From an optimization exercise on the open Yosys and OpenROAD flow, aimed at small area; shortcuts taken in it are not production practice.
The RTL was checked by simulation tests, not by an equivalence proof against the original design.

==> harbor: inputs <==
// signal_gen_top
module signal_gen_top
(
  input  logic          clk_user_bufg,
  input  logic          rst_glb,
  input  logic          dds_reset,
  input  logic [111:0]  dds_cfg,       
  input  logic [63:0]   vc_cfg,        
  input  logic [29:0]   fsc_req,       
  output logic [31:0]   iq,            
  output logic [29:0]   fsc,           
  output logic [15:0]   vc_triangle,
  output logic [15:0]   vc_dac_data
);
  wire        mode      = dds_cfg[111];
  wire [31:0] fcw       = dds_cfg[110:79];
  wire [14:0] amp       = dds_cfg[78:64];
  wire [31:0] prt_width = dds_cfg[63:32];
  wire [31:0] prt_cycle = dds_cfg[31:0];
  wire [31:0] vc_fcw    = vc_cfg[63:32];
  wire [15:0] vc_amp    = vc_cfg[31:16];
  wire [15:0] vc_offset = vc_cfg[15:0];
  logic rst_dds_d1;
  logic rsync;
  always_ff @(posedge clk_user_bufg or posedge rst_glb)
  begin
    if (rst_glb)
    begin
      rst_dds_d1 <= 1'b1;
      rsync      <= 1'b1;
    end
    else
    begin
      rst_dds_d1 <= dds_reset;
      rsync      <= rst_dds_d1;
    end
  end
  wire [29:0] fsc_d;
  ...
==> module signal_gen_top, before the edit <==
module signal_gen_top
(
  input  logic          clk_user_bufg,
  input  logic          rst_glb,
  input  logic          dds_reset,
  input  logic [111:0]  dds_cfg,       
  input  logic [63:0]   vc_cfg,        
  input  logic [29:0]   fsc_req,       
  output logic [31:0]   iq,            
  output logic [29:0]   fsc,           
  output logic [15:0]   vc_triangle,
  output logic [15:0]   vc_dac_data
);
  wire        mode      = dds_cfg[111];
  wire [31:0] fcw       = dds_cfg[110:79];
  wire [14:0] amp       = dds_cfg[78:64];
  wire [31:0] prt_width = dds_cfg[63:32];
  wire [31:0] prt_cycle = dds_cfg[31:0];
  wire [31:0] vc_fcw    = vc_cfg[63:32];
  wire [15:0] vc_amp    = vc_cfg[31:16];
  wire [15:0] vc_offset = vc_cfg[15:0];
  logic rst_dds_d1;
  logic rsync;
  always_ff @(posedge clk_user_bufg or posedge rst_glb)
  begin
    if (rst_glb)
    begin
      rst_dds_d1 <= 1'b1;
      rsync      <= 1'b1;
    end
    else
    begin
      rst_dds_d1 <= dds_reset;
      rsync      <= rst_dds_d1;
    end
  end
  wire [29:0] fsc_d;
  dac_ctrl_sync u_fsc2 (.req(fsc_req[29:20]), .code(fsc_d[29:20]));
  dac_ctrl_sync u_fsc1 (.req(fsc_req[19:10]), .code(fsc_d[19:10]));
  dac_ctrl_sync u_fsc0 (.req(fsc_req[9:0]),   .code(fsc_d[9:0]));
  always_ff @(posedge clk_user_bufg or posedge rst_glb)
  begin
    if (rst_glb)
      fsc <= {30{1'b1}};
    else
      fsc <= fsc_d;
  end
  logic [31:0] cnt_r;        
  logic        gate;
  logic [31:0] phase;
  logic [14:0] s1_mm_sin;    
  logic [14:0] s1_mm_cos;    
  logic        s1_nsin;      
  logic        s1_ncos;      
  logic        s1_zero;      
  logic        s1_gate;
  wire [31:0] cnt_r_nxt;
  wire        gate_nxt;
  wire [31:0] phase_sum;
  pulse_timer u_pulse (
    .clr       (rsync),
    .r         (cnt_r),
    .prt_width (prt_width),
    .prt_cycle (prt_cycle),
    .r_nxt     (cnt_r_nxt),
    .gate_nxt  (gate_nxt)
  );
  sg_acc32 u_phase_acc (.a(phase), .b(fcw), .s(phase_sum));
  wire [14:0] mm_sin, mm_cos;
  sg_sine_rom u_rom (.idx(phase[29:24] ^ {6{phase[30]}}), .nsin(phase[31]), .ncos(phase[31] ^ phase[30]),
                     .mm_sin(mm_sin), .mm_cos(mm_cos));
  always_ff @(posedge clk_user_bufg)
  begin
    cnt_r   <= cnt_r_nxt;
    gate    <= gate_nxt;
    phase   <= rsync ? 32'd0 : phase_sum;
    s1_mm_sin <= mm_sin;
    s1_mm_cos <= mm_cos;
    s1_nsin <= phase[31];
    s1_ncos <= phase[31] ^ phase[30];
    s1_zero <= rsync;
    s1_gate <= gate;
  end
  wire        kill;
  wire [14:0] amp_k;
  wire [6:0]  sel1, sel2, sel3;
  wire [15:0] i_d, q_d;
  assign kill  = rsync | s1_zero | (mode & ~s1_gate);
  assign amp_k = {amp[14] & ~kill, amp[13:0]};
  genvar j;
  for (j = 0; j < 7; j++)
  begin : g_dig
    assign sel1[j] =  amp_k[2*j] & ~amp_k[2*j+1] & ~kill;
    assign sel2[j] = ~amp_k[2*j] &  amp_k[2*j+1] & ~kill;
    assign sel3[j] =  amp_k[2*j] &  amp_k[2*j+1] & ~kill;
  end
  sg_dds_mul u_i (.mm(s1_mm_sin), .amp(amp_k), .sel1(sel1), .sel2(sel2), .sel3(sel3), .neg(s1_nsin & ~kill), .y(i_d));
  sg_dds_mul u_q (.mm(s1_mm_cos), .amp(amp_k), .sel1(sel1), .sel2(sel2), .sel3(sel3), .neg(s1_ncos & ~kill), .y(q_d));
  always_ff @(posedge clk_user_bufg or posedge rst_glb)
  begin
    if (rst_glb)
      iq <= 32'd0;
    else
      iq <= {i_d, q_d};
  end
  logic [31:0] vphase;
  wire  [31:0] vphase_sum;
  wire  [15:0] fold;
  wire  [15:0] tri_val;
  wire  [15:0] dac_val;
  sg_acc32 u_vphase_acc (.a(vphase), .b(vc_fcw), .s(vphase_sum));
  assign fold = vphase[30:15] ^ {16{vphase[31]}};
  sg_tri_mul u_tri (.fold(fold), .amp(vc_amp), .off(vc_offset), .tv(tri_val), .dac(dac_val));
  always_ff @(posedge clk_user_bufg or posedge rst_glb)
  begin
    if (rst_glb)
    begin
      vphase      <= 32'd0;
      vc_triangle <= 16'd0;
      vc_dac_data <= 16'd0;
    end
    else
    begin
      vphase      <= vphase_sum;
      vc_triangle <= tri_val;
      vc_dac_data <= dac_val;
    end
  end
endmodule
clock: 12.0 ns
lec_check: 0
cap_margin: 20
cell_pad_in_sites_detail_placement: 1
cell_pad_in_sites_global_placement: 2
core_margin: 2
core_utilization: 50
cts_buf_list: sky130_fd_sc_hd__clkbuf_4
slew_margin: 20
synth_hierarchical: 1
synth_minimum_keep_size: 0
standard.sh (not shown) runs the stock make flow with config.mk's settings and CLKGATE_MAP_FILE= SYNTH_SCRIPT=/design/flow/synth_recipe.tcl, a recipe that flattens the netlist after the stock synthesis.
==> flow/flow/run.sh <==
#!/bin/bash
# Layout: the standard ORFS flow (standard.sh, which also runs the
# standard synthesis unchanged), with two changes:
#  - buffer_ports, which puts a buffer on every input and output port, uses
#    the platform's smallest buffer (sky130_fd_sc_hd__buf_1) instead of its
#    default pick; repair_design still sizes or buffers those nets where slew
#    or capacitance needs it;
#  - clock tree synthesis runs with its ORFS arguments plus the ones below
#    (no dummy loads, larger sink clusters).
# make's full output goes to flow_make.log in this folder; each ORFS step
# keeps its own log under orfs/logs/.
set -euo pipefail
cd "$(dirname "$0")/.."
bash standard.sh "BUFFER_PORTS_ARGS=-buffer_cell sky130_fd_sc_hd__buf_1" \
  "CTS_ARGS=-sink_clustering_enable -repair_clock_nets -dont_use_dummy_load -buf_list sky130_fd_sc_hd__clkbuf_4 -sink_clustering_size 30" \
  finish > flow_make.log 2>&1
==> inputs of xenon, as changes to harbor <==
--- a/flow/design.v
+++ b/flow/design.v
@@ -3802,3 +3802,3 @@
   assign kill  = rsync | s1_zero | (mode & ~s1_gate);
-  assign amp_k = {amp[14] & ~kill, amp[13:0]};
+  assign amp_k = amp;
   genvar j;
@@ -3806,8 +3806,8 @@
   begin : g_dig
-    assign sel1[j] =  amp_k[2*j] & ~amp_k[2*j+1] & ~kill;
-    assign sel2[j] = ~amp_k[2*j] &  amp_k[2*j+1] & ~kill;
-    assign sel3[j] =  amp_k[2*j] &  amp_k[2*j+1] & ~kill;
+    assign sel1[j] =  amp_k[2*j] & ~amp_k[2*j+1];
+    assign sel2[j] = ~amp_k[2*j] &  amp_k[2*j+1];
+    assign sel3[j] =  amp_k[2*j] &  amp_k[2*j+1];
   end
-  sg_dds_mul u_i (.mm(s1_mm_sin), .amp(amp_k), .sel1(sel1), .sel2(sel2), .sel3(sel3), .neg(s1_nsin & ~kill), .y(i_d));
-  sg_dds_mul u_q (.mm(s1_mm_cos), .amp(amp_k), .sel1(sel1), .sel2(sel2), .sel3(sel3), .neg(s1_ncos & ~kill), .y(q_d));
+  sg_dds_mul u_i (.mm(s1_mm_sin), .amp(amp_k), .sel1(sel1), .sel2(sel2), .sel3(sel3), .neg(s1_nsin), .y(i_d));
+  sg_dds_mul u_q (.mm(s1_mm_cos), .amp(amp_k), .sel1(sel1), .sel2(sel2), .sel3(sel3), .neg(s1_ncos), .y(q_d));
   always_ff @(posedge clk_user_bufg or posedge rst_glb)
@@ -3817,3 +3817,3 @@
     else
-      iq <= {i_d, q_d};
+      iq <= {i_d, q_d} & {32{~kill}};
   end
CELL_PAD_IN_SITES_DETAIL_PLACEMENT = unset   (was 1)
CELL_PAD_IN_SITES_GLOBAL_PLACEMENT = unset   (was 2)
CORE_UTILIZATION = 60   (was 50)
==> summary.txt <==
In design area, xenon and harbor hardly differ. Between xenon and harbor, the lower global-route usage is in harbor (gap 2.8 points). Sequential share of layout area is about the same in xenon and harbor. Maximum frequency: xenon is lower than harbor (0.85%). Worst setup slack: harbor is better than xenon (0.096 ns). harbor passed the timing, design-rule and antenna checks. xenon completed with no timing, DRC or antenna violations. Between harbor and xenon, the lower via count is in harbor (gap 0.47%, measured against xenon).
==> figures <==
| metric | xenon | harbor |
|---|---|---|
| Outcome | complete, no violations | complete, no violations |
| Max stage delay on crit path | 0.69 ns | 0.64 ns |
| Clk slew on worst S/H paths | 0.07 ns | 0.06 ns |
| CP required | 12.60 ns | 12.61 ns |
| Total iterations of the first detailed-routing run | 22 | 15 |
| Global-route wire length before repair | 133,000 um | 145,000 um |
| Actual transition at the worst max-transition pin | 1.20 ns | 1.23 ns |
| Netlist Area Pre-Place | 27,700 um2 | 27,400 um2 |
| Die width | 219 um | 238 um |
| Share of cells above drive strength 1 | 16.1% | 15.9% |
| Via count of the first global-routing pass | 24,400 | 24,900 |
| Met2 capacity usage during global routing | 59.9% | 52.4% |

==> static timing again, ports no longer ideal <==
Ports are ideal in the flow. The routed layouts listed here were re-timed in OpenROAD.
Step 1 sets driving cells, clkbuf_16 on the clock port and buf_2 on the other inputs (assumed; they add their load-dependent delay and slew).
Step 2, shift: input delay + t, output delay - t, t = (earliest + latest rising clock arrival at the registers) / 2. This alone moves slack from input paths to output paths.
a / b / c = no drivers / after step 1 / after step 2; a / b = the first two.
| run | shift t [ns] | setup WS [ns] | worst register clock-pin slew, ns |
|---|---|---|---|
| harbor | 0.791 | 0.800 / 0.800 / 0.800 | 0.07 / 0.07 |
| xenon | 0.784 | 0.704 / 0.704 / 0.704 | 0.07 / 0.07 |
After both steps every run listed still meets setup and hold.
